Context: an optimization exercise on an open-source flow, tuned for small area, a short achievable clock period and few clock cycles. The choices shown serve that exercise and are no tape-out recipe.
Function was checked by simulation only, so behaviour that the tests miss may differ from the original.
Power figures rest on the tool's default switching activity, not on a simulated workload.

### flow/design.v
`default_nettype none
package hts_pkg;
    localparam int unsigned NUM_CORNERS = 8;
    localparam int unsigned NUM_MINS    = 6;
    localparam int unsigned MAX_TETS    = 6;
    localparam int unsigned TET_WIDTH   = 32;
    typedef logic [2:0] t_corner;
    typedef logic [2:0] t_tet_idx;
    typedef logic [1:0] t_nbits;
    typedef logic [2:0] t_diag;
    typedef enum logic [1:0] {
        ROT_NONE = 2'd0,
        ROT_120  = 2'd1,
        ROT_240  = 2'd2
    } t_rot;
    localparam t_tet_idx TET_LAST_FIVE = 3'd4;
    localparam t_tet_idx TET_LAST_SIX  = 3'd5;
    function automatic t_corner corner_perm(input t_corner r, input t_corner k);
        case ({r, k})
            6'd0: corner_perm = 3'd0; 6'd1: corner_perm = 3'd1; 6'd2: corner_perm = 3'd2; 6'd3: corner_perm = 3'd3;
            6'd4: corner_perm = 3'd4; 6'd5: corner_perm = 3'd5; 6'd6: corner_perm = 3'd6; 6'd7: corner_perm = 3'd7;
            6'd8: corner_perm = 3'd1; 6'd9: corner_perm = 3'd0; 6'd10: corner_perm = 3'd4; 6'd11: corner_perm = 3'd5;
            6'd12: corner_perm = 3'd2; 6'd13: corner_perm = 3'd3; 6'd14: corner_perm = 3'd7; 6'd15: corner_perm = 3'd6;
            6'd16: corner_perm = 3'd2; 6'd17: corner_perm = 3'd1; 6'd18: corner_perm = 3'd5; 6'd19: corner_perm = 3'd6;
            6'd20: corner_perm = 3'd3; 6'd21: corner_perm = 3'd0; 6'd22: corner_perm = 3'd4; 6'd23: corner_perm = 3'd7;
            6'd24: corner_perm = 3'd3; 6'd25: corner_perm = 3'd0; 6'd26: corner_perm = 3'd1; 6'd27: corner_perm = 3'd2;
            6'd28: corner_perm = 3'd7; 6'd29: corner_perm = 3'd4; 6'd30: corner_perm = 3'd5; 6'd31: corner_perm = 3'd6;
            6'd32: corner_perm = 3'd4; 6'd33: corner_perm = 3'd0; 6'd34: corner_perm = 3'd3; 6'd35: corner_perm = 3'd7;
            6'd36: corner_perm = 3'd5; 6'd37: corner_perm = 3'd1; 6'd38: corner_perm = 3'd2; 6'd39: corner_perm = 3'd6;
            6'd40: corner_perm = 3'd5; 6'd41: corner_perm = 3'd1; 6'd42: corner_perm = 3'd0; 6'd43: corner_perm = 3'd4;
            6'd44: corner_perm = 3'd6; 6'd45: corner_perm = 3'd2; 6'd46: corner_perm = 3'd3; 6'd47: corner_perm = 3'd7;
            6'd48: corner_perm = 3'd6; 6'd49: corner_perm = 3'd2; 6'd50: corner_perm = 3'd1; 6'd51: corner_perm = 3'd5;
            6'd52: corner_perm = 3'd7; 6'd53: corner_perm = 3'd3; 6'd54: corner_perm = 3'd0; 6'd55: corner_perm = 3'd4;
            6'd56: corner_perm = 3'd7; 6'd57: corner_perm = 3'd3; 6'd58: corner_perm = 3'd2; 6'd59: corner_perm = 3'd6;
            6'd60: corner_perm = 3'd4; 6'd61: corner_perm = 3'd0; 6'd62: corner_perm = 3'd1; 6'd63: corner_perm = 3'd5;
            default: corner_perm = 3'd0;
        endcase
    endfunction
    function automatic t_rot rot_of_bits(input t_diag bits);
        case (bits)
            3'd0: rot_of_bits = t_rot'(2'd0);
            3'd1: rot_of_bits = t_rot'(2'd1);
            3'd2: rot_of_bits = t_rot'(2'd2);
            3'd3: rot_of_bits = t_rot'(2'd0);
            3'd4: rot_of_bits = t_rot'(2'd0);
            3'd5: rot_of_bits = t_rot'(2'd2);
            3'd6: rot_of_bits = t_rot'(2'd1);
            3'd7: rot_of_bits = t_rot'(2'd0);
            default: rot_of_bits = t_rot'(2'd0);
        endcase
    endfunction
    function automatic t_corner split_tab(input t_nbits n, input t_tet_idx k, input logic [1:0] c);
        case ({n, k, c})
            7'd0: split_tab = 3'd0; 7'd1: split_tab = 3'd1; 7'd2: split_tab = 3'd2; 7'd3: split_tab = 3'd5;
            7'd4: split_tab = 3'd0; 7'd5: split_tab = 3'd2; 7'd6: split_tab = 3'd7; 7'd7: split_tab = 3'd5;
            7'd8: split_tab = 3'd0; 7'd9: split_tab = 3'd2; 7'd10: split_tab = 3'd3; 7'd11: split_tab = 3'd7;
            7'd12: split_tab = 3'd0; 7'd13: split_tab = 3'd5; 7'd14: split_tab = 3'd7; 7'd15: split_tab = 3'd4;
            7'd16: split_tab = 3'd2; 7'd17: split_tab = 3'd7; 7'd18: split_tab = 3'd5; 7'd19: split_tab = 3'd6;
            7'd20: split_tab = 3'd0; 7'd21: split_tab = 3'd0; 7'd22: split_tab = 3'd0; 7'd23: split_tab = 3'd0;
            7'd32: split_tab = 3'd0; 7'd33: split_tab = 3'd5; 7'd34: split_tab = 3'd7; 7'd35: split_tab = 3'd4;
            7'd36: split_tab = 3'd0; 7'd37: split_tab = 3'd1; 7'd38: split_tab = 3'd7; 7'd39: split_tab = 3'd5;
            7'd40: split_tab = 3'd1; 7'd41: split_tab = 3'd6; 7'd42: split_tab = 3'd7; 7'd43: split_tab = 3'd5;
            7'd44: split_tab = 3'd0; 7'd45: split_tab = 3'd7; 7'd46: split_tab = 3'd2; 7'd47: split_tab = 3'd3;
            7'd48: split_tab = 3'd0; 7'd49: split_tab = 3'd7; 7'd50: split_tab = 3'd1; 7'd51: split_tab = 3'd2;
            7'd52: split_tab = 3'd1; 7'd53: split_tab = 3'd7; 7'd54: split_tab = 3'd6; 7'd55: split_tab = 3'd2;
            7'd64: split_tab = 3'd0; 7'd65: split_tab = 3'd4; 7'd66: split_tab = 3'd5; 7'd67: split_tab = 3'd6;
            7'd68: split_tab = 3'd0; 7'd69: split_tab = 3'd3; 7'd70: split_tab = 3'd7; 7'd71: split_tab = 3'd6;
            7'd72: split_tab = 3'd0; 7'd73: split_tab = 3'd7; 7'd74: split_tab = 3'd4; 7'd75: split_tab = 3'd6;
            7'd76: split_tab = 3'd0; 7'd77: split_tab = 3'd1; 7'd78: split_tab = 3'd2; 7'd79: split_tab = 3'd5;
            7'd80: split_tab = 3'd0; 7'd81: split_tab = 3'd3; 7'd82: split_tab = 3'd6; 7'd83: split_tab = 3'd2;
            7'd84: split_tab = 3'd0; 7'd85: split_tab = 3'd6; 7'd86: split_tab = 3'd5; 7'd87: split_tab = 3'd2;
            7'd96: split_tab = 3'd0; 7'd97: split_tab = 3'd2; 7'd98: split_tab = 3'd3; 7'd99: split_tab = 3'd6;
            7'd100: split_tab = 3'd0; 7'd101: split_tab = 3'd3; 7'd102: split_tab = 3'd7; 7'd103: split_tab = 3'd6;
            7'd104: split_tab = 3'd0; 7'd105: split_tab = 3'd7; 7'd106: split_tab = 3'd4; 7'd107: split_tab = 3'd6;
            7'd108: split_tab = 3'd0; 7'd109: split_tab = 3'd5; 7'd110: split_tab = 3'd6; 7'd111: split_tab = 3'd4;
            7'd112: split_tab = 3'd1; 7'd113: split_tab = 3'd5; 7'd114: split_tab = 3'd6; 7'd115: split_tab = 3'd0;
            7'd116: split_tab = 3'd1; 7'd117: split_tab = 3'd6; 7'd118: split_tab = 3'd2; 7'd119: split_tab = 3'd0;
            default: split_tab = 3'd0;
        endcase
    endfunction
    function automatic t_corner rot_map(input t_rot rot, input t_corner l);
        case ({rot, l})
            5'b01_001: rot_map = 3'd4;
            5'b01_100: rot_map = 3'd3;
            5'b01_011: rot_map = 3'd1;
            5'b01_101: rot_map = 3'd7;
            5'b01_111: rot_map = 3'd2;
            5'b01_010: rot_map = 3'd5;
            5'b10_001: rot_map = 3'd3;
            5'b10_011: rot_map = 3'd4;
            5'b10_100: rot_map = 3'd1;
            5'b10_101: rot_map = 3'd2;
            5'b10_010: rot_map = 3'd7;
            5'b10_111: rot_map = 3'd5;
            default:   rot_map = l;
        endcase
    endfunction
    function automatic logic [1:0] cmp8(input logic [7:0] a, input logic [7:0] b);
        logic [7:0] l0, g0;
        logic [3:0] l1, g1;
        logic [1:0] l2, g2;
        l0 = ~a & b;
        g0 = a & ~b;
        for (int i = 0; i < 4; i++) begin
            l1[i] = l0[2*i+1] | (~g0[2*i+1] & l0[2*i]);
            g1[i] = g0[2*i+1] | (~l0[2*i+1] & g0[2*i]);
        end
        for (int i = 0; i < 2; i++) begin
            l2[i] = l1[2*i+1] | (~g1[2*i+1] & l1[2*i]);
            g2[i] = g1[2*i+1] | (~l1[2*i+1] & g1[2*i]);
        end
        cmp8[1] = l2[1] | (~g2[1] & l2[0]);
        cmp8[0] = g2[1] | (~l2[1] & g2[0]);
    endfunction
    function automatic t_nbits nbits(input t_diag d);
        case (d)
            3'b000:                 nbits = 2'd0;
            3'b001, 3'b010, 3'b100: nbits = 2'd1;
            3'b011, 3'b101, 3'b110: nbits = 2'd2;
            default:                nbits = 2'd3;
        endcase
    endfunction
    function automatic logic [7:0] onehot(input t_corner c);
        for (int i = 0; i < 8; i++) begin
            onehot[i] = (c == 3'(i));
        end
    endfunction
endpackage
`default_nettype wire
`default_nettype none
module hexahedron_to_tetrahedra_split #(
    parameter int unsigned INDEX_WIDTH = 32
) (
    input  logic                          i_clk,
    input  logic                          i_rst_n,
    input  logic                          i_valid,
    output logic                          o_stall,
    input  logic [INDEX_WIDTH-1:0]        i_vertex_0,
    input  logic [INDEX_WIDTH-1:0]        i_vertex_1,
    input  logic [INDEX_WIDTH-1:0]        i_vertex_2,
    input  logic [INDEX_WIDTH-1:0]        i_vertex_3,
    input  logic [INDEX_WIDTH-1:0]        i_vertex_4,
    input  logic [INDEX_WIDTH-1:0]        i_vertex_5,
    input  logic [INDEX_WIDTH-1:0]        i_vertex_6,
    input  logic [INDEX_WIDTH-1:0]        i_vertex_7,
    output logic                          o_valid,
    input  logic                          i_stall,
    output logic [hts_pkg::TET_WIDTH-1:0] o_tet_a,
    output logic [hts_pkg::TET_WIDTH-1:0] o_tet_b,
    output logic [hts_pkg::TET_WIDTH-1:0] o_tet_c,
    output logic [hts_pkg::TET_WIDTH-1:0] o_tet_d,
    output logic                          o_last_of_run
);
    localparam int unsigned W  = INDEX_WIDTH;
    localparam int unsigned NB = W / 8;        
    logic [7:0][W-1:0] w_in_v;
    assign w_in_v[0] = i_vertex_0;
    assign w_in_v[1] = i_vertex_1;
    assign w_in_v[2] = i_vertex_2;
    assign w_in_v[3] = i_vertex_3;
    assign w_in_v[4] = i_vertex_4;
    assign w_in_v[5] = i_vertex_5;
    assign w_in_v[6] = i_vertex_6;
    assign w_in_v[7] = i_vertex_7;
    logic [NB-1:0] r_ph;                    
    logic          r_done;                  
    logic          w_first;
    logic [7:0][7:0] w_byte;
    assign w_first = r_ph[0];
    always_comb begin
        for (int k = 0; k < 8; k++) begin
            w_byte[k] = '0;
            for (int b = 0; b < NB; b++) begin
                w_byte[k] = w_byte[k] | (w_in_v[k][8*b +: 8] & {8{r_ph[b]}});
            end
        end
    end
    logic [7:0][7:0] r_lt;
    function automatic logic is_edge(input int i, input int j);
        case (i * 8 + j)
            1, 3, 4, 10, 13, 19, 22, 31, 37, 39, 46, 55: is_edge = 1'b1;
            default: is_edge = 1'b0;
        endcase
    endfunction
    logic [7:0][7:0][1:0] w_cmp;
    always_comb begin
        w_cmp = '0;
        for (int x = 1; x < 8; x++) begin
            for (int y = 0; y < x; y++) begin
                w_cmp[x][y] = hts_pkg::cmp8(w_byte[x], w_byte[y]);
            end
        end
    end
    always_ff @(posedge i_clk) begin
        if (!r_done) begin
            for (int x = 1; x < 8; x++) begin
                for (int y = 0; y < x; y++) begin
                    r_lt[x][y] <= w_cmp[x][y][1] || (!w_cmp[x][y][0] && !w_first && r_lt[x][y]);
                    if (is_edge(y, x)) begin
                        r_lt[y][x] <= w_cmp[x][y][0] || (!w_cmp[x][y][1] && !w_first && r_lt[y][x]);
                    end
                end
            end
        end
    end
    logic [7:0]       w_win;                 
    logic [7:0][2:0]  w_dr;                  
    logic [3:0][7:0]  w_sel0;                
    hts_pkg::t_diag   w_bits;
    logic [7:0]       r_root;                
    hts_pkg::t_diag   r_bits;                
    logic [5:0]       r_k;                   
    logic [3:0][2:0]  s_loc;
    logic [3:0][7:0]  s_dec;
    logic [3:0][7:0]  s_sel;                 
    assign w_win[0] = !r_lt[1][0] && !r_lt[2][0] && !r_lt[3][0] && !r_lt[4][0] && !r_lt[5][0] && !r_lt[6][0] && !r_lt[7][0];
    assign w_dr[0][2] = (r_lt[1][2] || r_lt[6][2]) && (r_lt[1][5] || r_lt[6][5]);
    assign w_dr[0][1] = (r_lt[3][2] || r_lt[6][2]) && (r_lt[3][7] || r_lt[6][7]);
    assign w_dr[0][0] = (r_lt[4][5] || r_lt[6][5]) && (r_lt[4][7] || r_lt[6][7]);
    assign w_win[1] = r_lt[1][0] && !r_lt[2][1] && !r_lt[3][1] && !r_lt[4][1] && !r_lt[5][1] && !r_lt[6][1] && !r_lt[7][1];
    assign w_dr[1][2] = (r_lt[0][4] || r_lt[7][4]) && (r_lt[0][3] || r_lt[7][3]);
    assign w_dr[1][1] = (r_lt[5][4] || r_lt[7][4]) && (r_lt[5][6] || r_lt[7][6]);
    assign w_dr[1][0] = (r_lt[2][3] || r_lt[7][3]) && (r_lt[2][6] || r_lt[7][6]);
    assign w_win[2] = r_lt[2][0] && r_lt[2][1] && !r_lt[3][2] && !r_lt[4][2] && !r_lt[5][2] && !r_lt[6][2] && !r_lt[7][2];
    assign w_dr[2][2] = (r_lt[1][5] || r_lt[4][5]) && (r_lt[1][0] || r_lt[4][0]);
    assign w_dr[2][1] = (r_lt[6][5] || r_lt[4][5]) && (r_lt[6][7] || r_lt[4][7]);
    assign w_dr[2][0] = (r_lt[3][0] || r_lt[4][0]) && (r_lt[3][7] || r_lt[4][7]);
    assign w_win[3] = r_lt[3][0] && r_lt[3][1] && r_lt[3][2] && !r_lt[4][3] && !r_lt[5][3] && !r_lt[6][3] && !r_lt[7][3];
    assign w_dr[3][2] = (r_lt[0][1] || r_lt[5][1]) && (r_lt[0][4] || r_lt[5][4]);
    assign w_dr[3][1] = (r_lt[2][1] || r_lt[5][1]) && (r_lt[2][6] || r_lt[5][6]);
    assign w_dr[3][0] = (r_lt[7][4] || r_lt[5][4]) && (r_lt[7][6] || r_lt[5][6]);
    assign w_win[4] = r_lt[4][0] && r_lt[4][1] && r_lt[4][2] && r_lt[4][3] && !r_lt[5][4] && !r_lt[6][4] && !r_lt[7][4];
    assign w_dr[4][2] = (r_lt[0][3] || r_lt[2][3]) && (r_lt[0][1] || r_lt[2][1]);
    assign w_dr[4][1] = (r_lt[7][3] || r_lt[2][3]) && (r_lt[7][6] || r_lt[2][6]);
    assign w_dr[4][0] = (r_lt[5][1] || r_lt[2][1]) && (r_lt[5][6] || r_lt[2][6]);
    assign w_win[5] = r_lt[5][0] && r_lt[5][1] && r_lt[5][2] && r_lt[5][3] && r_lt[5][4] && !r_lt[6][5] && !r_lt[7][5];
    assign w_dr[5][2] = (r_lt[1][0] || r_lt[3][0]) && (r_lt[1][2] || r_lt[3][2]);
    assign w_dr[5][1] = (r_lt[4][0] || r_lt[3][0]) && (r_lt[4][7] || r_lt[3][7]);
    assign w_dr[5][0] = (r_lt[6][2] || r_lt[3][2]) && (r_lt[6][7] || r_lt[3][7]);
    assign w_win[6] = r_lt[6][0] && r_lt[6][1] && r_lt[6][2] && r_lt[6][3] && r_lt[6][4] && r_lt[6][5] && !r_lt[7][6];
    assign w_dr[6][2] = (r_lt[2][1] || r_lt[0][1]) && (r_lt[2][3] || r_lt[0][3]);
    assign w_dr[6][1] = (r_lt[5][1] || r_lt[0][1]) && (r_lt[5][4] || r_lt[0][4]);
    assign w_dr[6][0] = (r_lt[7][3] || r_lt[0][3]) && (r_lt[7][4] || r_lt[0][4]);
    assign w_win[7] = r_lt[7][0] && r_lt[7][1] && r_lt[7][2] && r_lt[7][3] && r_lt[7][4] && r_lt[7][5] && r_lt[7][6];
    assign w_dr[7][2] = (r_lt[3][2] || r_lt[1][2]) && (r_lt[3][0] || r_lt[1][0]);
    assign w_dr[7][1] = (r_lt[6][2] || r_lt[1][2]) && (r_lt[6][5] || r_lt[1][5]);
    assign w_dr[7][0] = (r_lt[4][0] || r_lt[1][0]) && (r_lt[4][5] || r_lt[1][5]);
    assign w_sel0[0] = w_win;
    assign w_sel0[1][0] = (w_win[1] && (w_dr[1] == 3'b000 || w_dr[1] == 3'b101)) || (w_win[2] && (w_dr[2] == 3'b100)) || (w_win[3] && (w_dr[3] == 3'b000 || w_dr[3] == 3'b101)) || (w_win[4] && (w_dr[4] == 3'b000 || w_dr[4] == 3'b101)) || (w_win[5] && (w_dr[5] == 3'b010 || w_dr[5] == 3'b111)) || (w_win[7] && (w_dr[7] == 3'b100));
    assign w_sel0[1][1] = (w_win[0] && (w_dr[0] == 3'b000 || w_dr[0] == 3'b101)) || (w_win[2] && (w_dr[2] == 3'b000 || w_dr[2] == 3'b101)) || (w_win[3] && (w_dr[3] == 3'b010 || w_dr[3] == 3'b111)) || (w_win[4] && (w_dr[4] == 3'b100)) || (w_win[5] && (w_dr[5] == 3'b000 || w_dr[5] == 3'b101)) || (w_win[6] && (w_dr[6] == 3'b010 || w_dr[6] == 3'b111));
    assign w_sel0[1][2] = (w_win[0] && (w_dr[0] == 3'b010 || w_dr[0] == 3'b111)) || (w_win[1] && (w_dr[1] == 3'b011)) || (w_win[3] && (w_dr[3] == 3'b110)) || (w_win[5] && (w_dr[5] == 3'b100)) || (w_win[6] && (w_dr[6] == 3'b000 || w_dr[6] == 3'b101)) || (w_win[7] && (w_dr[7] == 3'b010 || w_dr[7] == 3'b111));
    assign w_sel0[1][3] = (w_win[0] && (w_dr[0] == 3'b110)) || (w_win[1] && (w_dr[1] == 3'b100)) || (w_win[2] && (w_dr[2] == 3'b011)) || (w_win[4] && (w_dr[4] == 3'b010 || w_dr[4] == 3'b111)) || (w_win[6] && (w_dr[6] == 3'b100)) || (w_win[7] && (w_dr[7] == 3'b000 || w_dr[7] == 3'b101));
    assign w_sel0[1][4] = (w_win[0] && (w_dr[0] == 3'b011)) || (w_win[1] && (w_dr[1] == 3'b010 || w_dr[1] == 3'b111)) || (w_win[3] && (w_dr[3] == 3'b100)) || (w_win[5] && (w_dr[5] == 3'b110)) || (w_win[6] && (w_dr[6] == 3'b001)) || (w_win[7] && (w_dr[7] == 3'b011));
    assign w_sel0[1][5] = (w_win[0] && (w_dr[0] == 3'b100)) || (w_win[1] && (w_dr[1] == 3'b110)) || (w_win[2] && (w_dr[2] == 3'b010 || w_dr[2] == 3'b111)) || (w_win[4] && (w_dr[4] == 3'b011)) || (w_win[6] && (w_dr[6] == 3'b110)) || (w_win[7] && (w_dr[7] == 3'b001));
    assign w_sel0[1][6] = (w_win[1] && (w_dr[1] == 3'b001)) || (w_win[2] && (w_dr[2] == 3'b110)) || (w_win[3] && (w_dr[3] == 3'b001)) || (w_win[4] && (w_dr[4] == 3'b001)) || (w_win[5] && (w_dr[5] == 3'b011)) || (w_win[7] && (w_dr[7] == 3'b110));
    assign w_sel0[1][7] = (w_win[0] && (w_dr[0] == 3'b001)) || (w_win[2] && (w_dr[2] == 3'b001)) || (w_win[3] && (w_dr[3] == 3'b011)) || (w_win[4] && (w_dr[4] == 3'b110)) || (w_win[5] && (w_dr[5] == 3'b001)) || (w_win[6] && (w_dr[6] == 3'b011));
    assign w_sel0[2][0] = (w_win[2] && (w_dr[2] == 3'b010 || w_dr[2] == 3'b011)) || (w_win[5] && (w_dr[5] == 3'b000 || w_dr[5] == 3'b001 || w_dr[5] == 3'b101)) || (w_win[7] && (w_dr[7] == 3'b010 || w_dr[7] == 3'b011));
    assign w_sel0[2][1] = (w_win[3] && (w_dr[3] == 3'b000 || w_dr[3] == 3'b001 || w_dr[3] == 3'b101)) || (w_win[4] && (w_dr[4] == 3'b010 || w_dr[4] == 3'b011)) || (w_win[6] && (w_dr[6] == 3'b000 || w_dr[6] == 3'b001 || w_dr[6] == 3'b101));
    assign w_sel0[2][2] = (w_win[0] && (w_dr[0] == 3'b000 || w_dr[0] == 3'b001 || w_dr[0] == 3'b101)) || (w_win[3] && (w_dr[3] == 3'b111)) || (w_win[5] && (w_dr[5] == 3'b010 || w_dr[5] == 3'b011)) || (w_win[7] && (w_dr[7] == 3'b000 || w_dr[7] == 3'b001 || w_dr[7] == 3'b101));
    assign w_sel0[2][3] = (w_win[0] && (w_dr[0] == 3'b111)) || (w_win[1] && (w_dr[1] == 3'b010 || w_dr[1] == 3'b011)) || (w_win[4] && (w_dr[4] == 3'b000 || w_dr[4] == 3'b001 || w_dr[4] == 3'b101)) || (w_win[6] && (w_dr[6] == 3'b010 || w_dr[6] == 3'b011));
    assign w_sel0[2][4] = (w_win[1] && (w_dr[1] == 3'b000 || w_dr[1] == 3'b001 || w_dr[1] == 3'b101)) || (w_win[3] && (w_dr[3] == 3'b010 || w_dr[3] == 3'b011)) || (w_win[5] && (w_dr[5] == 3'b111)) || (w_win[6] && (w_dr[6] == 3'b100 || w_dr[6] == 3'b110));
    assign w_sel0[2][5] = (w_win[0] && (w_dr[0] == 3'b010 || w_dr[0] == 3'b011)) || (w_win[1] && (w_dr[1] == 3'b111)) || (w_win[2] && (w_dr[2] == 3'b000 || w_dr[2] == 3'b001 || w_dr[2] == 3'b101)) || (w_win[6] && (w_dr[6] == 3'b111)) || (w_win[7] && (w_dr[7] == 3'b100 || w_dr[7] == 3'b110));
    assign w_sel0[2][6] = (w_win[1] && (w_dr[1] == 3'b100 || w_dr[1] == 3'b110)) || (w_win[2] && (w_dr[2] == 3'b111)) || (w_win[3] && (w_dr[3] == 3'b100 || w_dr[3] == 3'b110)) || (w_win[4] && (w_dr[4] == 3'b100 || w_dr[4] == 3'b110)) || (w_win[7] && (w_dr[7] == 3'b111));
    assign w_sel0[2][7] = (w_win[0] && (w_dr[0] == 3'b100 || w_dr[0] == 3'b110)) || (w_win[2] && (w_dr[2] == 3'b100 || w_dr[2] == 3'b110)) || (w_win[4] && (w_dr[4] == 3'b111)) || (w_win[5] && (w_dr[5] == 3'b100 || w_dr[5] == 3'b110));
    assign w_sel0[3][0] = (w_win[1] && (w_dr[1] == 3'b010)) || (w_win[2] && (w_dr[2] == 3'b000)) || (w_win[3] && (w_dr[3] == 3'b010)) || (w_win[4] && (w_dr[4] == 3'b010)) || (w_win[6] && (w_dr[6] == 3'b011 || w_dr[6] == 3'b101 || w_dr[6] == 3'b110 || w_dr[6] == 3'b111)) || (w_win[7] && (w_dr[7] == 3'b000));
    assign w_sel0[3][1] = (w_win[0] && (w_dr[0] == 3'b010)) || (w_win[2] && (w_dr[2] == 3'b010)) || (w_win[4] && (w_dr[4] == 3'b000)) || (w_win[5] && (w_dr[5] == 3'b010)) || (w_win[7] && (w_dr[7] == 3'b011 || w_dr[7] == 3'b101 || w_dr[7] == 3'b110 || w_dr[7] == 3'b111));
    assign w_sel0[3][2] = (w_win[1] && (w_dr[1] == 3'b100)) || (w_win[3] && (w_dr[3] == 3'b001)) || (w_win[4] && (w_dr[4] == 3'b011 || w_dr[4] == 3'b101 || w_dr[4] == 3'b110 || w_dr[4] == 3'b111)) || (w_win[5] && (w_dr[5] == 3'b000)) || (w_win[6] && (w_dr[6] == 3'b010));
    assign w_sel0[3][3] = (w_win[0] && (w_dr[0] == 3'b001)) || (w_win[1] && (w_dr[1] == 3'b000)) || (w_win[2] && (w_dr[2] == 3'b100)) || (w_win[5] && (w_dr[5] == 3'b011 || w_dr[5] == 3'b101 || w_dr[5] == 3'b110 || w_dr[5] == 3'b111)) || (w_win[6] && (w_dr[6] == 3'b000)) || (w_win[7] && (w_dr[7] == 3'b010));
    assign w_sel0[3][4] = (w_win[0] && (w_dr[0] == 3'b100)) || (w_win[2] && (w_dr[2] == 3'b011 || w_dr[2] == 3'b101 || w_dr[2] == 3'b110 || w_dr[2] == 3'b111)) || (w_win[3] && (w_dr[3] == 3'b000)) || (w_win[5] && (w_dr[5] == 3'b001)) || (w_win[7] && (w_dr[7] == 3'b100));
    assign w_sel0[3][5] = (w_win[0] && (w_dr[0] == 3'b000)) || (w_win[1] && (w_dr[1] == 3'b001)) || (w_win[3] && (w_dr[3] == 3'b011 || w_dr[3] == 3'b101 || w_dr[3] == 3'b110 || w_dr[3] == 3'b111)) || (w_win[4] && (w_dr[4] == 3'b100)) || (w_win[6] && (w_dr[6] == 3'b001));
    assign w_sel0[3][6] = (w_win[0] && (w_dr[0] == 3'b011 || w_dr[0] == 3'b101 || w_dr[0] == 3'b110 || w_dr[0] == 3'b111)) || (w_win[2] && (w_dr[2] == 3'b001)) || (w_win[5] && (w_dr[5] == 3'b100)) || (w_win[7] && (w_dr[7] == 3'b001));
    assign w_sel0[3][7] = (w_win[1] && (w_dr[1] == 3'b011 || w_dr[1] == 3'b101 || w_dr[1] == 3'b110 || w_dr[1] == 3'b111)) || (w_win[3] && (w_dr[3] == 3'b100)) || (w_win[4] && (w_dr[4] == 3'b001)) || (w_win[6] && (w_dr[6] == 3'b100));
    assign s_loc[0][0] = (r_k[1] && (r_bits == 3'b010 || r_bits == 3'b100)) || (r_k[3] && (r_bits == 3'b111)) || (r_k[4] && (r_bits == 3'b010 || r_bits == 3'b100 || r_bits == 3'b111));
    assign s_loc[0][1] = (r_k[1] && (r_bits == 3'b010)) || (r_k[3] && (r_bits == 3'b000)) || (r_k[4] && (r_bits == 3'b010));
    assign s_loc[0][2] = (r_k[1] && (r_bits == 3'b001)) || (r_k[4] && (r_bits == 3'b001));
    assign s_loc[1][0] = (r_k[0] && (r_bits == 3'b010 || r_bits == 3'b011 || r_bits == 3'b100 || r_bits == 3'b110 || r_bits == 3'b111)) || (r_k[1] && (r_bits == 3'b011 || r_bits == 3'b101 || r_bits == 3'b111)) || (r_k[2] && (r_bits == 3'b000 || r_bits == 3'b010 || r_bits == 3'b011 || r_bits == 3'b100 || r_bits == 3'b101 || r_bits == 3'b111)) || (r_k[3] && (r_bits == 3'b000 || r_bits == 3'b010 || r_bits == 3'b011 || r_bits == 3'b100 || r_bits == 3'b110 || r_bits == 3'b111)) || (r_k[4] && (r_bits == 3'b010 || r_bits == 3'b100));
    assign s_loc[1][1] = (r_k[0] && (r_bits == 3'b000 || r_bits == 3'b010 || r_bits == 3'b011 || r_bits == 3'b111)) || (r_k[1] && (r_bits == 3'b000 || r_bits == 3'b001 || r_bits == 3'b010 || r_bits == 3'b011 || r_bits == 3'b100 || r_bits == 3'b110 || r_bits == 3'b111)) || (r_k[2] && (r_bits == 3'b001 || r_bits == 3'b100 || r_bits == 3'b101)) || (r_k[3] && (r_bits == 3'b000 || r_bits == 3'b001 || r_bits == 3'b011 || r_bits == 3'b100)) || (r_k[4] && (r_bits == 3'b001 || r_bits == 3'b011 || r_bits == 3'b100 || r_bits == 3'b101 || r_bits == 3'b110 || r_bits == 3'b111));
    assign s_loc[1][2] = (r_k[0] && (r_bits == 3'b001 || r_bits == 3'b101)) || (r_k[1] && (r_bits == 3'b001 || r_bits == 3'b010 || r_bits == 3'b011 || r_bits == 3'b100 || r_bits == 3'b101 || r_bits == 3'b111)) || (r_k[2] && (r_bits == 3'b000 || r_bits == 3'b010 || r_bits == 3'b100 || r_bits == 3'b110 || r_bits == 3'b111)) || (r_k[3] && (r_bits == 3'b000 || r_bits == 3'b010 || r_bits == 3'b100 || r_bits == 3'b101 || r_bits == 3'b111)) || (r_k[4] && (r_bits == 3'b010 || r_bits == 3'b011 || r_bits == 3'b100 || r_bits == 3'b101 || r_bits == 3'b110 || r_bits == 3'b111));
    assign s_loc[2][0] = (r_k[0] && (r_bits == 3'b000 || r_bits == 3'b010 || r_bits == 3'b011 || r_bits == 3'b100 || r_bits == 3'b101 || r_bits == 3'b111)) || (r_k[1] && (r_bits == 3'b000 || r_bits == 3'b010 || r_bits == 3'b100 || r_bits == 3'b101 || r_bits == 3'b110)) || (r_k[2] && (r_bits == 3'b000 || r_bits == 3'b001 || r_bits == 3'b010 || r_bits == 3'b101 || r_bits == 3'b110)) || (r_k[3] && (r_bits == 3'b000 || r_bits == 3'b010 || r_bits == 3'b100)) || (r_k[4] && (r_bits == 3'b011 || r_bits == 3'b110));
    assign s_loc[2][1] = (r_k[0] && (r_bits == 3'b000 || r_bits == 3'b001 || r_bits == 3'b011 || r_bits == 3'b100 || r_bits == 3'b110 || r_bits == 3'b111)) || (r_k[1] && (r_bits == 3'b000 || r_bits == 3'b001 || r_bits == 3'b100 || r_bits == 3'b110)) || (r_k[2] && (r_bits == 3'b000 || r_bits == 3'b010 || r_bits == 3'b011 || r_bits == 3'b100 || r_bits == 3'b101 || r_bits == 3'b111)) || (r_k[3] && (r_bits == 3'b010 || r_bits == 3'b011 || r_bits == 3'b101 || r_bits == 3'b110 || r_bits == 3'b111)) || (r_k[4] && (r_bits == 3'b001 || r_bits == 3'b010 || r_bits == 3'b100 || r_bits == 3'b101 || r_bits == 3'b110 || r_bits == 3'b111));
    assign s_loc[2][2] = (r_k[0] && (r_bits == 3'b000 || r_bits == 3'b010 || r_bits == 3'b011 || r_bits == 3'b100 || r_bits == 3'b101 || r_bits == 3'b111)) || (r_k[1] && (r_bits == 3'b010 || r_bits == 3'b011 || r_bits == 3'b100 || r_bits == 3'b111)) || (r_k[2] && (r_bits == 3'b000 || r_bits == 3'b001 || r_bits == 3'b010 || r_bits == 3'b101 || r_bits == 3'b110 || r_bits == 3'b111)) || (r_k[3] && (r_bits == 3'b000 || r_bits == 3'b001 || r_bits == 3'b011 || r_bits == 3'b101 || r_bits == 3'b110 || r_bits == 3'b111)) || (r_k[4] && (r_bits == 3'b001 || r_bits == 3'b010 || r_bits == 3'b011 || r_bits == 3'b100 || r_bits == 3'b110));
    assign s_loc[3][0] = (r_k[0] && (r_bits == 3'b000 || r_bits == 3'b001 || r_bits == 3'b100)) || (r_k[1] && (r_bits == 3'b000 || r_bits == 3'b001 || r_bits == 3'b100)) || (r_k[2] && (r_bits == 3'b001 || r_bits == 3'b011 || r_bits == 3'b100 || r_bits == 3'b110)) || (r_k[3] && (r_bits == 3'b001 || r_bits == 3'b010 || r_bits == 3'b101 || r_bits == 3'b110)) || (r_k[4] && (r_bits == 3'b001 || r_bits == 3'b010 || r_bits == 3'b101 || r_bits == 3'b110));
    assign s_loc[3][1] = (r_k[0] && (r_bits == 3'b001 || r_bits == 3'b010 || r_bits == 3'b011 || r_bits == 3'b101 || r_bits == 3'b110 || r_bits == 3'b111)) || (r_k[1] && (r_bits == 3'b000 || r_bits == 3'b001 || r_bits == 3'b010 || r_bits == 3'b011 || r_bits == 3'b101 || r_bits == 3'b110 || r_bits == 3'b111)) || (r_k[2] && (r_bits == 3'b100 || r_bits == 3'b101 || r_bits == 3'b110)) || (r_k[3] && (r_bits == 3'b000 || r_bits == 3'b010 || r_bits == 3'b011 || r_bits == 3'b100 || r_bits == 3'b101)) || (r_k[4] && (r_bits == 3'b010 || r_bits == 3'b011 || r_bits == 3'b100 || r_bits == 3'b101));
    assign s_loc[3][2] = (r_k[0] && (r_bits == 3'b000 || r_bits == 3'b001 || r_bits == 3'b011 || r_bits == 3'b100 || r_bits == 3'b101 || r_bits == 3'b110 || r_bits == 3'b111)) || (r_k[1] && (r_bits == 3'b000 || r_bits == 3'b001 || r_bits == 3'b011 || r_bits == 3'b100 || r_bits == 3'b101 || r_bits == 3'b110 || r_bits == 3'b111)) || (r_k[2] && (r_bits == 3'b000 || r_bits == 3'b010 || r_bits == 3'b011 || r_bits == 3'b110 || r_bits == 3'b111)) || (r_k[3] && (r_bits == 3'b000 || r_bits == 3'b001 || r_bits == 3'b010 || r_bits == 3'b101 || r_bits == 3'b110)) || (r_k[4] && (r_bits == 3'b001 || r_bits == 3'b010 || r_bits == 3'b101 || r_bits == 3'b110));
    assign s_dec[0] = hts_pkg::onehot(s_loc[0]);
    assign s_sel[0][0] = (r_root[0] && s_dec[0][0]) || (r_root[1] && s_dec[0][1]) || (r_root[2] && s_dec[0][5]) || (r_root[3] && s_dec[0][1]) || (r_root[4] && s_dec[0][1]) || (r_root[5] && s_dec[0][2]) || (r_root[6] && s_dec[0][6]) || (r_root[7] && s_dec[0][5]);
    assign s_sel[0][1] = (r_root[0] && s_dec[0][1]) || (r_root[1] && s_dec[0][0]) || (r_root[2] && s_dec[0][1]) || (r_root[3] && s_dec[0][2]) || (r_root[4] && s_dec[0][5]) || (r_root[5] && s_dec[0][1]) || (r_root[6] && s_dec[0][2]) || (r_root[7] && s_dec[0][6]);
    assign s_sel[0][2] = (r_root[0] && s_dec[0][2]) || (r_root[1] && s_dec[0][4]) || (r_root[2] && s_dec[0][0]) || (r_root[3] && s_dec[0][3]) || (r_root[4] && s_dec[0][6]) || (r_root[5] && s_dec[0][5]) || (r_root[6] && s_dec[0][1]) || (r_root[7] && s_dec[0][2]);
    assign s_sel[0][3] = (r_root[0] && s_dec[0][3]) || (r_root[1] && s_dec[0][5]) || (r_root[2] && s_dec[0][4]) || (r_root[3] && s_dec[0][0]) || (r_root[4] && s_dec[0][2]) || (r_root[5] && s_dec[0][6]) || (r_root[6] && s_dec[0][5]) || (r_root[7] && s_dec[0][1]);
    assign s_sel[0][4] = (r_root[0] && s_dec[0][4]) || (r_root[1] && s_dec[0][2]) || (r_root[2] && s_dec[0][6]) || (r_root[3] && s_dec[0][5]) || (r_root[4] && s_dec[0][0]) || (r_root[5] && s_dec[0][3]) || (r_root[6] && s_dec[0][7]) || (r_root[7] && s_dec[0][4]);
    assign s_sel[0][5] = (r_root[0] && s_dec[0][5]) || (r_root[1] && s_dec[0][3]) || (r_root[2] && s_dec[0][2]) || (r_root[3] && s_dec[0][6]) || (r_root[4] && s_dec[0][4]) || (r_root[5] && s_dec[0][0]) || (r_root[6] && s_dec[0][3]) || (r_root[7] && s_dec[0][7]);
    assign s_sel[0][6] = (r_root[0] && s_dec[0][6]) || (r_root[1] && s_dec[0][7]) || (r_root[2] && s_dec[0][3]) || (r_root[3] && s_dec[0][7]) || (r_root[4] && s_dec[0][7]) || (r_root[5] && s_dec[0][4]) || (r_root[6] && s_dec[0][0]) || (r_root[7] && s_dec[0][3]);
    assign s_sel[0][7] = (r_root[0] && s_dec[0][7]) || (r_root[1] && s_dec[0][6]) || (r_root[2] && s_dec[0][7]) || (r_root[3] && s_dec[0][4]) || (r_root[4] && s_dec[0][3]) || (r_root[5] && s_dec[0][7]) || (r_root[6] && s_dec[0][4]) || (r_root[7] && s_dec[0][0]);
    assign s_dec[1] = hts_pkg::onehot(s_loc[1]);
    assign s_sel[1][0] = (r_root[0] && s_dec[1][0]) || (r_root[1] && s_dec[1][1]) || (r_root[2] && s_dec[1][5]) || (r_root[3] && s_dec[1][1]) || (r_root[4] && s_dec[1][1]) || (r_root[5] && s_dec[1][2]) || (r_root[6] && s_dec[1][6]) || (r_root[7] && s_dec[1][5]);
    assign s_sel[1][1] = (r_root[0] && s_dec[1][1]) || (r_root[1] && s_dec[1][0]) || (r_root[2] && s_dec[1][1]) || (r_root[3] && s_dec[1][2]) || (r_root[4] && s_dec[1][5]) || (r_root[5] && s_dec[1][1]) || (r_root[6] && s_dec[1][2]) || (r_root[7] && s_dec[1][6]);
    assign s_sel[1][2] = (r_root[0] && s_dec[1][2]) || (r_root[1] && s_dec[1][4]) || (r_root[2] && s_dec[1][0]) || (r_root[3] && s_dec[1][3]) || (r_root[4] && s_dec[1][6]) || (r_root[5] && s_dec[1][5]) || (r_root[6] && s_dec[1][1]) || (r_root[7] && s_dec[1][2]);
    assign s_sel[1][3] = (r_root[0] && s_dec[1][3]) || (r_root[1] && s_dec[1][5]) || (r_root[2] && s_dec[1][4]) || (r_root[3] && s_dec[1][0]) || (r_root[4] && s_dec[1][2]) || (r_root[5] && s_dec[1][6]) || (r_root[6] && s_dec[1][5]) || (r_root[7] && s_dec[1][1]);
    assign s_sel[1][4] = (r_root[0] && s_dec[1][4]) || (r_root[1] && s_dec[1][2]) || (r_root[2] && s_dec[1][6]) || (r_root[3] && s_dec[1][5]) || (r_root[4] && s_dec[1][0]) || (r_root[5] && s_dec[1][3]) || (r_root[6] && s_dec[1][7]) || (r_root[7] && s_dec[1][4]);
    assign s_sel[1][5] = (r_root[0] && s_dec[1][5]) || (r_root[1] && s_dec[1][3]) || (r_root[2] && s_dec[1][2]) || (r_root[3] && s_dec[1][6]) || (r_root[4] && s_dec[1][4]) || (r_root[5] && s_dec[1][0]) || (r_root[6] && s_dec[1][3]) || (r_root[7] && s_dec[1][7]);
    assign s_sel[1][6] = (r_root[0] && s_dec[1][6]) || (r_root[1] && s_dec[1][7]) || (r_root[2] && s_dec[1][3]) || (r_root[3] && s_dec[1][7]) || (r_root[4] && s_dec[1][7]) || (r_root[5] && s_dec[1][4]) || (r_root[6] && s_dec[1][0]) || (r_root[7] && s_dec[1][3]);
    assign s_sel[1][7] = (r_root[0] && s_dec[1][7]) || (r_root[1] && s_dec[1][6]) || (r_root[2] && s_dec[1][7]) || (r_root[3] && s_dec[1][4]) || (r_root[4] && s_dec[1][3]) || (r_root[5] && s_dec[1][7]) || (r_root[6] && s_dec[1][4]) || (r_root[7] && s_dec[1][0]);
    assign s_dec[2] = hts_pkg::onehot(s_loc[2]);
    assign s_sel[2][0] = (r_root[0] && s_dec[2][0]) || (r_root[1] && s_dec[2][1]) || (r_root[2] && s_dec[2][5]) || (r_root[3] && s_dec[2][1]) || (r_root[4] && s_dec[2][1]) || (r_root[5] && s_dec[2][2]) || (r_root[6] && s_dec[2][6]) || (r_root[7] && s_dec[2][5]);
    assign s_sel[2][1] = (r_root[0] && s_dec[2][1]) || (r_root[1] && s_dec[2][0]) || (r_root[2] && s_dec[2][1]) || (r_root[3] && s_dec[2][2]) || (r_root[4] && s_dec[2][5]) || (r_root[5] && s_dec[2][1]) || (r_root[6] && s_dec[2][2]) || (r_root[7] && s_dec[2][6]);
    assign s_sel[2][2] = (r_root[0] && s_dec[2][2]) || (r_root[1] && s_dec[2][4]) || (r_root[2] && s_dec[2][0]) || (r_root[3] && s_dec[2][3]) || (r_root[4] && s_dec[2][6]) || (r_root[5] && s_dec[2][5]) || (r_root[6] && s_dec[2][1]) || (r_root[7] && s_dec[2][2]);
    assign s_sel[2][3] = (r_root[0] && s_dec[2][3]) || (r_root[1] && s_dec[2][5]) || (r_root[2] && s_dec[2][4]) || (r_root[3] && s_dec[2][0]) || (r_root[4] && s_dec[2][2]) || (r_root[5] && s_dec[2][6]) || (r_root[6] && s_dec[2][5]) || (r_root[7] && s_dec[2][1]);
    assign s_sel[2][4] = (r_root[0] && s_dec[2][4]) || (r_root[1] && s_dec[2][2]) || (r_root[2] && s_dec[2][6]) || (r_root[3] && s_dec[2][5]) || (r_root[4] && s_dec[2][0]) || (r_root[5] && s_dec[2][3]) || (r_root[6] && s_dec[2][7]) || (r_root[7] && s_dec[2][4]);
    assign s_sel[2][5] = (r_root[0] && s_dec[2][5]) || (r_root[1] && s_dec[2][3]) || (r_root[2] && s_dec[2][2]) || (r_root[3] && s_dec[2][6]) || (r_root[4] && s_dec[2][4]) || (r_root[5] && s_dec[2][0]) || (r_root[6] && s_dec[2][3]) || (r_root[7] && s_dec[2][7]);
    assign s_sel[2][6] = (r_root[0] && s_dec[2][6]) || (r_root[1] && s_dec[2][7]) || (r_root[2] && s_dec[2][3]) || (r_root[3] && s_dec[2][7]) || (r_root[4] && s_dec[2][7]) || (r_root[5] && s_dec[2][4]) || (r_root[6] && s_dec[2][0]) || (r_root[7] && s_dec[2][3]);
    assign s_sel[2][7] = (r_root[0] && s_dec[2][7]) || (r_root[1] && s_dec[2][6]) || (r_root[2] && s_dec[2][7]) || (r_root[3] && s_dec[2][4]) || (r_root[4] && s_dec[2][3]) || (r_root[5] && s_dec[2][7]) || (r_root[6] && s_dec[2][4]) || (r_root[7] && s_dec[2][0]);
    assign s_dec[3] = hts_pkg::onehot(s_loc[3]);
    assign s_sel[3][0] = (r_root[0] && s_dec[3][0]) || (r_root[1] && s_dec[3][1]) || (r_root[2] && s_dec[3][5]) || (r_root[3] && s_dec[3][1]) || (r_root[4] && s_dec[3][1]) || (r_root[5] && s_dec[3][2]) || (r_root[6] && s_dec[3][6]) || (r_root[7] && s_dec[3][5]);
    assign s_sel[3][1] = (r_root[0] && s_dec[3][1]) || (r_root[1] && s_dec[3][0]) || (r_root[2] && s_dec[3][1]) || (r_root[3] && s_dec[3][2]) || (r_root[4] && s_dec[3][5]) || (r_root[5] && s_dec[3][1]) || (r_root[6] && s_dec[3][2]) || (r_root[7] && s_dec[3][6]);
    assign s_sel[3][2] = (r_root[0] && s_dec[3][2]) || (r_root[1] && s_dec[3][4]) || (r_root[2] && s_dec[3][0]) || (r_root[3] && s_dec[3][3]) || (r_root[4] && s_dec[3][6]) || (r_root[5] && s_dec[3][5]) || (r_root[6] && s_dec[3][1]) || (r_root[7] && s_dec[3][2]);
    assign s_sel[3][3] = (r_root[0] && s_dec[3][3]) || (r_root[1] && s_dec[3][5]) || (r_root[2] && s_dec[3][4]) || (r_root[3] && s_dec[3][0]) || (r_root[4] && s_dec[3][2]) || (r_root[5] && s_dec[3][6]) || (r_root[6] && s_dec[3][5]) || (r_root[7] && s_dec[3][1]);
    assign s_sel[3][4] = (r_root[0] && s_dec[3][4]) || (r_root[1] && s_dec[3][2]) || (r_root[2] && s_dec[3][6]) || (r_root[3] && s_dec[3][5]) || (r_root[4] && s_dec[3][0]) || (r_root[5] && s_dec[3][3]) || (r_root[6] && s_dec[3][7]) || (r_root[7] && s_dec[3][4]);
    assign s_sel[3][5] = (r_root[0] && s_dec[3][5]) || (r_root[1] && s_dec[3][3]) || (r_root[2] && s_dec[3][2]) || (r_root[3] && s_dec[3][6]) || (r_root[4] && s_dec[3][4]) || (r_root[5] && s_dec[3][0]) || (r_root[6] && s_dec[3][3]) || (r_root[7] && s_dec[3][7]);
    assign s_sel[3][6] = (r_root[0] && s_dec[3][6]) || (r_root[1] && s_dec[3][7]) || (r_root[2] && s_dec[3][3]) || (r_root[3] && s_dec[3][7]) || (r_root[4] && s_dec[3][7]) || (r_root[5] && s_dec[3][4]) || (r_root[6] && s_dec[3][0]) || (r_root[7] && s_dec[3][3]);
    assign s_sel[3][7] = (r_root[0] && s_dec[3][7]) || (r_root[1] && s_dec[3][6]) || (r_root[2] && s_dec[3][7]) || (r_root[3] && s_dec[3][4]) || (r_root[4] && s_dec[3][3]) || (r_root[5] && s_dec[3][7]) || (r_root[6] && s_dec[3][4]) || (r_root[7] && s_dec[3][0]);
    always_comb begin
        w_bits = '0;
        for (int i = 0; i < 8; i++) begin
            if (w_win[i]) begin
                w_bits = w_bits | w_dr[i];
            end
        end
    end
    logic [7:0][W-1:0]     r_v;
    logic                  r_vld;
    logic                  r_last;
    logic [3:0][7:0]       r_sel;                  
    logic w_free;
    logic w_load;
    logic w_take;
    logic w_start;
    assign w_take  = r_vld && !i_stall;
    assign w_start = !r_vld || r_last;             
    assign w_free  = !r_vld || (r_last && !i_stall);
    assign o_stall = !(r_done && w_free);
    assign w_load  = i_valid && r_done && w_free;
    logic s_last;
    assign s_last = (r_k[3] && r_bits == 3'd0) || r_k[4];
    always_ff @(posedge i_clk) begin
        if (!i_rst_n) begin
            r_vld  <= 1'b0;
            r_ph   <= NB'(1);
            r_done <= 1'b0;
        end else begin
            if (w_load) begin
                r_vld <= 1'b1;
            end else if (w_take && r_last) begin
                r_vld <= 1'b0;
            end
            if (w_load) begin
                r_ph   <= NB'(1);
                r_done <= 1'b0;
            end else if (i_valid && !r_done) begin
                r_ph   <= {r_ph[NB-2:0], r_ph[NB-1]};
                r_done <= r_ph[NB-1];
            end
        end
    end
    always_ff @(posedge i_clk) begin
        if (r_done && w_free) begin
            r_v    <= w_in_v;
            r_bits <= w_bits;
            r_root <= w_win;
        end
        if (w_load || w_take) begin
            if (w_start) begin
                r_k    <= 6'b000001;
                r_sel  <= w_sel0;
                r_last <= 1'b0;
            end else begin
                r_k    <= {r_k[4:0], 1'b0};
                r_sel  <= s_sel;
                r_last <= s_last;
            end
        end
    end
    logic [3:0][W-1:0] w_tet;
    always_comb begin
        w_tet = '0;
        for (int c = 0; c < 4; c++) begin
            for (int k = 0; k < 8; k++) begin
                w_tet[c] = w_tet[c] | (r_v[k] & {W{r_sel[c][k]}});
            end
        end
    end
    assign o_valid       = r_vld;
    assign o_last_of_run = r_last;
    assign o_tet_a       = w_tet[0];
    assign o_tet_b       = w_tet[1];
    assign o_tet_c       = w_tet[2];
    assign o_tet_d       = w_tet[3];
endmodule
`default_nettype wire
### flow/flow/run.sh
#!/bin/bash
# Standard layout, with the port buffers made of plain buf_1 cells instead of
# the default delay buffers. Every tool's output goes to a log in this folder.
set -euo pipefail
echo 'export BUFFER_PORTS_ARGS = -buffer_cell sky130_fd_sc_hd__buf_1' >> config.mk
bash standard.sh > standard_flow.log 2>&1
### flow/standard.sh
#!/bin/bash
# synth_recipe.tcl (not shown) runs the flow's synth.tcl, then flattens the netlist and writes it again
# the make line also repeats each setting of config.mk as NAME=value (left out here)
make -C /OpenROAD-flow-scripts/flow DESIGN_CONFIG=/design/flow/config.mk WORK_HOME=/design/flow/orfs CLKGATE_MAP_FILE= SYNTH_SCRIPT=/design/flow/synth_recipe.tcl "${@:-finish}"
### flow/config.mk
export PLATFORM = sky130hd
export DESIGN_NAME = hexahedron_to_tetrahedra_split
export DESIGN_NICKNAME = hexahedron_to_tetrahedra_split
export VERILOG_FILES = /design/flow/design.v
export SDC_FILE = /design/flow/constraint.sdc
export NUM_CORES = 4
export LEC_CHECK = 0
export CAP_MARGIN = 20
export CORE_MARGIN = 2
export CORE_UTILIZATION = 40
export SETUP_SLACK_MARGIN = 3.0
export SLEW_MARGIN = 20
export TNS_END_PERCENT = 5
export BUFFER_PORTS_ARGS = -buffer_cell sky130_fd_sc_hd__buf_1
### flow/constraint.sdc
create_clock -name core_clock -period 6.5 [get_ports {i_clk}]
set_input_delay 1.3000 -clock core_clock [delete_from_list [all_inputs] [get_ports {i_clk}]]
set_output_delay 1.3000 -clock core_clock [all_outputs]
set_load 0.01 [all_outputs]
==> results of run 1 <==
## power groups by stage
stage	Sequential (W)	Combinational, W	Clock [W]
floorplan	0.00271	0.000960	0
global route	0.00279	0.00162	0.00250
detailed placement	0.00283	0.00145	0
finish	0.00280	0.00156	0.00244
CTS	0.00278	0.00146	0.00242
global placement	0.00283	0.00145	0
## cell families (layout without fill, tap and decap cells)
| kind of cell | Yosys count | after routing | share of synthesized area [%] |
|---|---|---|---|
| flops | 351 | 351 | 41.5 |
| fa+ha+maj | 103 | 103 | 4.21 |
| other cells | 0 | 9 | 0 |
| compound gates | 1209 | 1209 | 34.8 |
| buf+inv | 285 | 610 | 4.99 |
| simple gates | 645 | 645 | 12.7 |
| mux | 38 | 38 | 1.64 |
| xor+xnor | 4 | 4 | 0.139 |
## sequential cells by signal, summed over array words and instances, names as in the netlist
name,cells
r_done,1
r_vld,1
r_bits,3
r_root,8
r_sel,32
r_last,1
r_ph,4
r_v,256
r_lt,40
r_k,5
## layer usage
| metal | share of wire [%] | vias to the layer above | global-route usage [%] |
|---|---|---|---|
| met2 | 41 | 3198 | 60.0 |
| met4 | 7.1 | 10 | 24.2 |
| met1 | 36 | 14100 | 56.1 |
| met3 | 17 | 787 | 16.4 |
| met5 | 0.054 | - | 0 |
| li1 | - | 11500 | - |
## how the worst max path moves through the flow
stage / end / depth (start not counted) / from
global route: o_tet_a[10] / 4 / r_sel[5]
detailed placement: r_lt[52] / 9 / i_vertex_4[1]
CTS: r_lt[35] / 9 / r_ph[2]
global placement: r_lt[52] / 9 / i_vertex_4[1]
floorplan: r_bits[0] / 3 / i_stall
finish: o_tet_d[10] / 4 / r_sel[27]
## final cells by class
type | count | area [µm²]
Timing Repair Buffer | 506 | 2600
Tap cell | 846 | 1060
Antenna cell | 9 | 22.5
Inverter | 27 | 105
Multi-Input combinational cell | 1999 | 13600
Clock buffer | 49 | 1140
Fill cell | 6065 | 33500
Clock inverter | 28 | 210
Sequential cell | 351 | 10500
## synth_stat cells (6+ instances only)
cell type	n
a211o_1	10
a211oi_1	32
a21o_1	11
a21oi_1	121
a221o_1	14
a221oi_1	18
a22o_1	28
a22oi_1	633
a31oi_1	26
and2_1	51
buf_2	41
buf_4	13
buf_6	12
clkbuf_1	187
dfxtp_1	6
edfxtp_1	345
inv_1	25
maj3_1	81
maj3_2	20
mux2_2	6
mux2i_1	30
nand2_1	190
nand2b_1	7
nand3_1	36
nand4_1	141
nor2_1	126
nor2b_1	8
nor3_1	35
nor3b_1	6
nor4_1	9
o2111ai_1	16
o211ai_1	32
o21ai_0	96
o21ai_1	7
o221ai_1	22
o22a_1	11
o22ai_1	57
or2_2	7
## cell usage in the layout (no fill, tap or decap), drive strengths merged, types with 30 or more instances in the layout
| master | instances |
|---|---|
| nand2 | 192 |
| o211ai | 32 |
| mux2i | 30 |
| nand3 | 36 |
| a211oi | 32 |
| nand4 | 141 |
| and2 | 52 |
| a21oi | 122 |
| clkbuf | 50 |
| o21ai | 103 |
| nor2 | 129 |
| buf | 505 |
| maj3 | 101 |
| a22oi | 633 |
| o22ai | 57 |
| edfxtp | 345 |
| nor3 | 35 |
## repair_timing
action                     in CTS  in global routing
setup buffers                  32                 13
cloned                          0                  1
resized for setup               1                 49
setup endpoints to repair     162                 74
pin swaps                       0                  3
## tightest hold or removal path: cells and delay by family, from the launching register on
family	cells	cell delay [ns]
AO/OA/AOI/OAI	1	0.13
flip-flops	1	0.36
AND/OR/NAND/NOR	1	0.05
## stage by stage
step | total power [W] | worst slack [ns]
3_3_place_gp | 0.00428 | 2.36
2_1_floorplan | 0.00367 | 0.657
3_5_place_dp | 0.00428 | 2.37
6_report | 0.00680 | 2.87
4_1_cts | 0.00666 | 2.59
5_1_grt | 0.00691 | 2.90
==> flow_summary.json, run 1 <==
{
  "clock_latency_ns": 0.62,
  "max-vdd-ir-drop_uv": 184,
  "ys_ff_latch": 351,
  "p_int_w": 0.00444,
  "slowest_delay_ns": 0.52,
  "fin_crit_ns": 3.63,
  "clock-sinks": 351,
  "ctsHoldBuffers": 0,
  "grt.total_usage_pct": 42.8,
  "status": "complete, no violations",
  "power_density_nw_per_um2": 233,
  "clock_path_buffers": 3,
  "yosysWarnings": 1,
  "wl_um": 146000,
  "clkPwrFrac_pct": 35.9,
  "maxCapViolations": 0,
  "std_cell_rows": 92,
  "grt-ovfl-total": 0,
  "seq_power_share_pct": 41.2,
  "crit_chain": "buf_12 > a22oi_2 > nand4_1 > buf_2",
  "dieArea_um2": 65100,
  "hp-start": "r_done",
  "vias_per_cell": 7.75,
  "dieHeight_um": 255,
  "worstPathRequired_ns": 5.20,
  "die_x_um": 255,
  "antenna_found_initial": 13,
  "synth.net_count": 2897,
  "grt_start_max_net_pins": 115,
  "finalCritPeriodShare_pct": 55.8,
  "p_leak_nw": 9.22,
  "syn_area_um2": 25200,
  "async_flop_share_pct": 0,
  "drc": 0,
  "rsz0062_at_grt": "yes",
  "gp_congestion": 1.06,
  "fin_skew_ns": 0.0426,
  "firstDrtPassIters": 13,
  "port_buffers": 390,
  "r2r-start": "r_bits[1]",
  "core_um2": 62700,
  "reg2reg_to": "r_sel[21]",
  "antenna_left": 0,
  "seq_area_frac_synth_pct": 41.5,
  "crit_buf_inv": 2,
  "cts_root_buf": "clkbuf_16",
  "min_path_cells": 2,
  "yosys.area.top_type": "edfxtp_1",
  "reg2regPathDepth": 9,
  "endpoint_kind": "output pin",
  "path_class": "flop to output pin",
  "synth_area_leaders": "edfxtp_1 (41%), a22oi_1 (19%), nand4_1 (3.5%)",
  "placedCellCount": 3683,
  "placed_cell_area_um2": 27200,
  "drive_gt1_share_pct": 8.75,
  "cts_tree": "built",
  "start_util_pct": 40.2,
  "synth_enable_flop_cells": 345,
  "tightest_slew_ns": 1.06,
  "maxSlewHeadroom_pct": 29.6,
  "max_freq_ghz": 0.276,
  "fin_util_pct": 46.5,
  "comb_power_share_pct": 23.0,
  "cts.clk_slew.worst_paths_ns": 0.06,
  "grt_pass1_vias": 27000,
  "stdcell_count": 3815,
  "cts-htree-levels": 2,
  "p_sw_w": 0.00236,
  "hp-class": "flop to flop",
  "p_sw_share_pct": 34.8,
  "startpoint_type": "flop",
  "vias": 29600,
  "crit_fanout": 6,
  "cp.arrival_ns": 2.33,
  "critPathSlowestCell": "edfxtp_1",
  "numCtsBuffers": 44,
  "hold_viol": 0,
  "drt_iter0_drc": 6680,
  "hold_end": "r_done",
  "yosysTopAreaCellShare_pct": 41.1,
  "hold_slack_ns": 0.575,
  "area_growth_pct": 15.7,
  "ys.flop_type": "edfxtp_1",
  "ff2ff_setup_slack_ns": 3.09,
  "avgSynthCellArea_um2": 9.58,
  "routedWlPerCell_um": 38.4,
  "slew_viol_final": 0,
  "final_cell_area_um2": 29200,
  "cpLargestDelayFamily": "buffers and inverters",
  "setup_violations": 0,
  "fin_setup_tns_ns": 0,
  "place_hpwl_um": 99400,
  "nets": 3191,
  "yosysUniqueCellTypes": 90,
  "io_pins": 391,
  "grt_pass1_wl_um": 200000,
  "netlist_instances": 2635
}
Testbench counts, summed over its fixed seeds: cycles 18,491.
==> run 2: changes to the inputs <==
--- a/flow/config.mk
+++ b/flow/config.mk
@@ -12,3 +12,2 @@
 export SLEW_MARGIN = 20
-export TNS_END_PERCENT = 5
 export BUFFER_PORTS_ARGS = -buffer_cell sky130_fd_sc_hd__buf_1
==> run 2 against run 1 <==
Against the previous run: combinational power barely moved; non-clock buffer count rose by 27; still clean; final cell count grew 0.81%; total power grew 0.18%; synthesized area unchanged; maximum frequency up 1.0%; register-to-register slack better by 0.03 ns; sequential cell count unchanged; critical endpoint is now o_tet_a[17].
==> flow_summary.json, run 2 <==
{
  "finalCritPeriodShare_pct": 55.2,
  "seq_area_frac_synth_pct": 41.5,
  "die_x_um": 255,
  "grt-ovfl-total": 0,
  "cts-htree-levels": 2,
  "regMostFlops": "r_v",
  "area_growth_pct": 17.2,
  "rsz0062_at_grt": "yes",
  "yosysUniqueCellTypes": 90,
  "maxSlewHeadroom_pct": 28.3,
  "largest_register_ffs": 256,
  "cp.arrival_ns": 2.29,
  "grt_pass1_wl_um": 200000,
  "std_cell_rows": 92,
  "power_density_nw_per_um2": 230,
  "max-vdd-ir-drop_uv": 184,
  "numCtsBuffers": 44,
  "crit_chain": "buf_4 > buf_4 > a22oi_1 > nand4_1 > buf_1",
  "fin_crit_ns": 3.59,
  "crit_buf_inv": 3,
  "status": "complete, no violations",
  "antenna_left": 0,
  "ys_ff_latch": 351,
  "hold_viol": 0,
  "hp-class": "flop to flop",
  "placed_cell_area_um2": 27200,
  "cp-startpoint": "r_sel[0]",
  "tightest_slew_ns": 1.08,
  "synth.net_count": 2897,
  "max_freq_ghz": 0.278,
  "core_um2": 62700,
  "hp-start": "r_done",
  "ff2ff_setup_slack_ns": 3.12,
  "grtUsageMet3_pct": 17.0,
  "cpLargestDelayFamily": "buffers and inverters",
  "yosys.area.top_type": "edfxtp_1",
  "crit_fanout": 19,
  "critPathSlowestCell": "edfxtp_1",
  "dieArea_um2": 65100,
  "clock-sinks": 351,
  "vias_per_cell": 7.72,
  "endpoint_kind": "output pin",
  "final_common_cell": "a22oi_1",
  "async_flop_share_pct": 0,
  "clock_path_buffers": 3,
  "cts_root_buf": "clkbuf_16",
  "fillCellCount": 6040,
  "dieHeight_um": 255,
  "grt.total_usage_pct": 42.8,
  "gp_congestion": 1.06,
  "grt_start_max_net_pins": 115,
  "fin_skew_ns": 0.0424,
  "reg_top3": "r_v: 256 flops, r_lt: 40 flops, r_sel: 32 flops",
  "antenna_found_initial": 14,
  "yosysMostFrequentCell": "a22oi_1",
  "vias": 29700,
  "setup_violations": 0,
  "drt_iter0_drc": 6777,
  "path_class": "flop to output pin",
  "netlist_instances": 2635,
  "synth_area_leaders": "edfxtp_1 (41%), a22oi_1 (19%), nand4_1 (3.5%)",
  "nets": 3218,
  "cts_tree": "built",
  "critPathMostFrequentCell": "buf_4",
  "wl_um": 148000,
  "place_hpwl_um": 99400,
  "met1_usage_pct": 55.6,
  "slowest_delay_ns": 0.43,
  "cts.clk_slew.worst_paths_ns": 0.06,
  "synth_enable_flop_cells": 345,
  "syn_area_um2": 25200,
  "p_leak_nw": 9.42,
  "top_usage_layer": "met2",
  "ys.flop_type": "edfxtp_1",
  "yosysTopAreaCellShare_pct": 41.1,
  "drive_gt1_share_pct": 9.94,
  "grt_pass1_vias": 27000,
  "slew_viol_final": 0,
  "fin_setup_tns_ns": 0,
  "io_pins": 391,
  "port_buffers": 390,
  "routedWlPerCell_um": 38.4,
  "worstPathRequired_ns": 5.20,
  "startpoint_type": "flop",
  "grt_use_met2_pct": 59.7,
  "layout.cells.most_common_list": "a22oi_1 (625), buf_1 (384), edfxtp_1 (345)",
  "drc": 0,
  "final_cell_area_um2": 29600,
  "r2r-start": "r_ph[2]",
  "start_util_pct": 40.2,
  "firstDrtPassIters": 9,
  "clock_latency_ns": 0.62,
  "avgSynthCellArea_um2": 9.58,
  "synthTopCellsByCount": "a22oi_1 (633), edfxtp_1 (345), nand2_1 (190), clkbuf_1 (187), nand4_1 (141)",
  "ctsHoldBuffers": 0,
  "maxCapViolations": 0,
  "yosysWarnings": 1
}
[run 2: kinds of logic (layout without fill, tap and decap cells)]
logic type	after synthesis	in the layout	share of synthesized area (%)
AND/OR/NAND/NOR	645	645	12.7
XOR/XNOR	4	4	0.139
flip-flops	351	351	41.5
other	0	13	0
AO/OA/AOI/OAI	1209	1209	34.8
buffers and inverters	285	637	4.99
adder cells (fa/ha/maj)	103	103	4.21
multiplexers	38	38	1.64
[run 2: area by class of cell]
class	count	area, µm²	share of cell area [%]
multi-input cells	1999	13600	45.9
repair buffers	533	2940	9.95
clock inverters	28	210	0.711
flip-flops and latches	351	10500	35.5
clock buffers	49	1140	3.86
diodes	13	32.5	0.110
well taps	846	1060	3.58
inverters	27	105	0.355
[run 2: worst min-delay path, stage by stage, from the launching register on]
cell and delay, ns:
dfxtp_1 0.36, a21oi_1 0.13, nor2_1 0.05
[run 2: routing by layer]
metal	up-vias	routed length, µm
met2	3179	59700
met1	14100	52500
met5	-	74
met4	10	11000
met3	804	24300
li1	11600	-
[run 2: final timing paths]
path	endpoint	cells past startpoint
max	o_tet_a[17]	5
min reg2reg	r_done	2
min	r_done	2
max reg2reg	r_lt[52]	9
[run 2: through the flow]
step	util (%)	std cells	total power, W	hold WS (ns)	setup WS, ns
after global routing	47.1	3840	0.00692	0.610	2.95
after detailed placement	43.4	3683	0.00428	0.564	2.37
after CTS	46.1	3795	0.00667	0.571	2.91
final	47.1	3846	0.00681	0.575	2.91
after global placement	43.3	3678	0.00428	0.557	2.36
after floorplan	-	2635	0.00367	0.513	0.657
[run 2: what timing repair did]
item                                    CTS  global route
gates resized for setup                   8            79
pin swaps                                 1             8
gates cloned                              0             4
setup buffers                            35            34
endpoints found under the setup margin  162            40
[run 2: power breakdown]
part / switching, W / internal, W / leakage, nW
Clock: 0.00110 / 0.00134 / 0.679
Combinational: 0.00108 / 0.000499 / 5.53
Sequential: 0.000199 / 0.00260 / 3.21

==> separate check: timing with driven ports <==
Ports are ideal in the flow. The routed layouts listed here were re-timed in OpenROAD. Step 1: set_driving_cell puts a clkbuf_16 on i_clk and a buf_2 on each other input, an assumption about the parent block. Step 2, shift: input delay + t, output delay - t, t = (earliest + latest rising clock arrival at the registers) / 2. This alone moves slack from input paths to output paths. Three values: ideal, step 1, step 2; two values: the first two.
| run | t (ns) | slack for setup (ns) | worst setup path at the end | worst slew at a driven data input, ns | pins driven straight from the clock port |
|---|---|---|---|---|---|
| run 1 | 0.662 | 2.872 / 2.804 / 2.428 | input to register | 0.12 | 1 |
| run 2 | 0.663 | 2.909 / 2.843 / 2.424 | input to register | 0.12 | 1 |
After both steps every run listed still meets setup and hold. For run 2, which loses most, drivers alone change the setup slack by -0.066 ns; drivers and shift together by -0.485 ns.
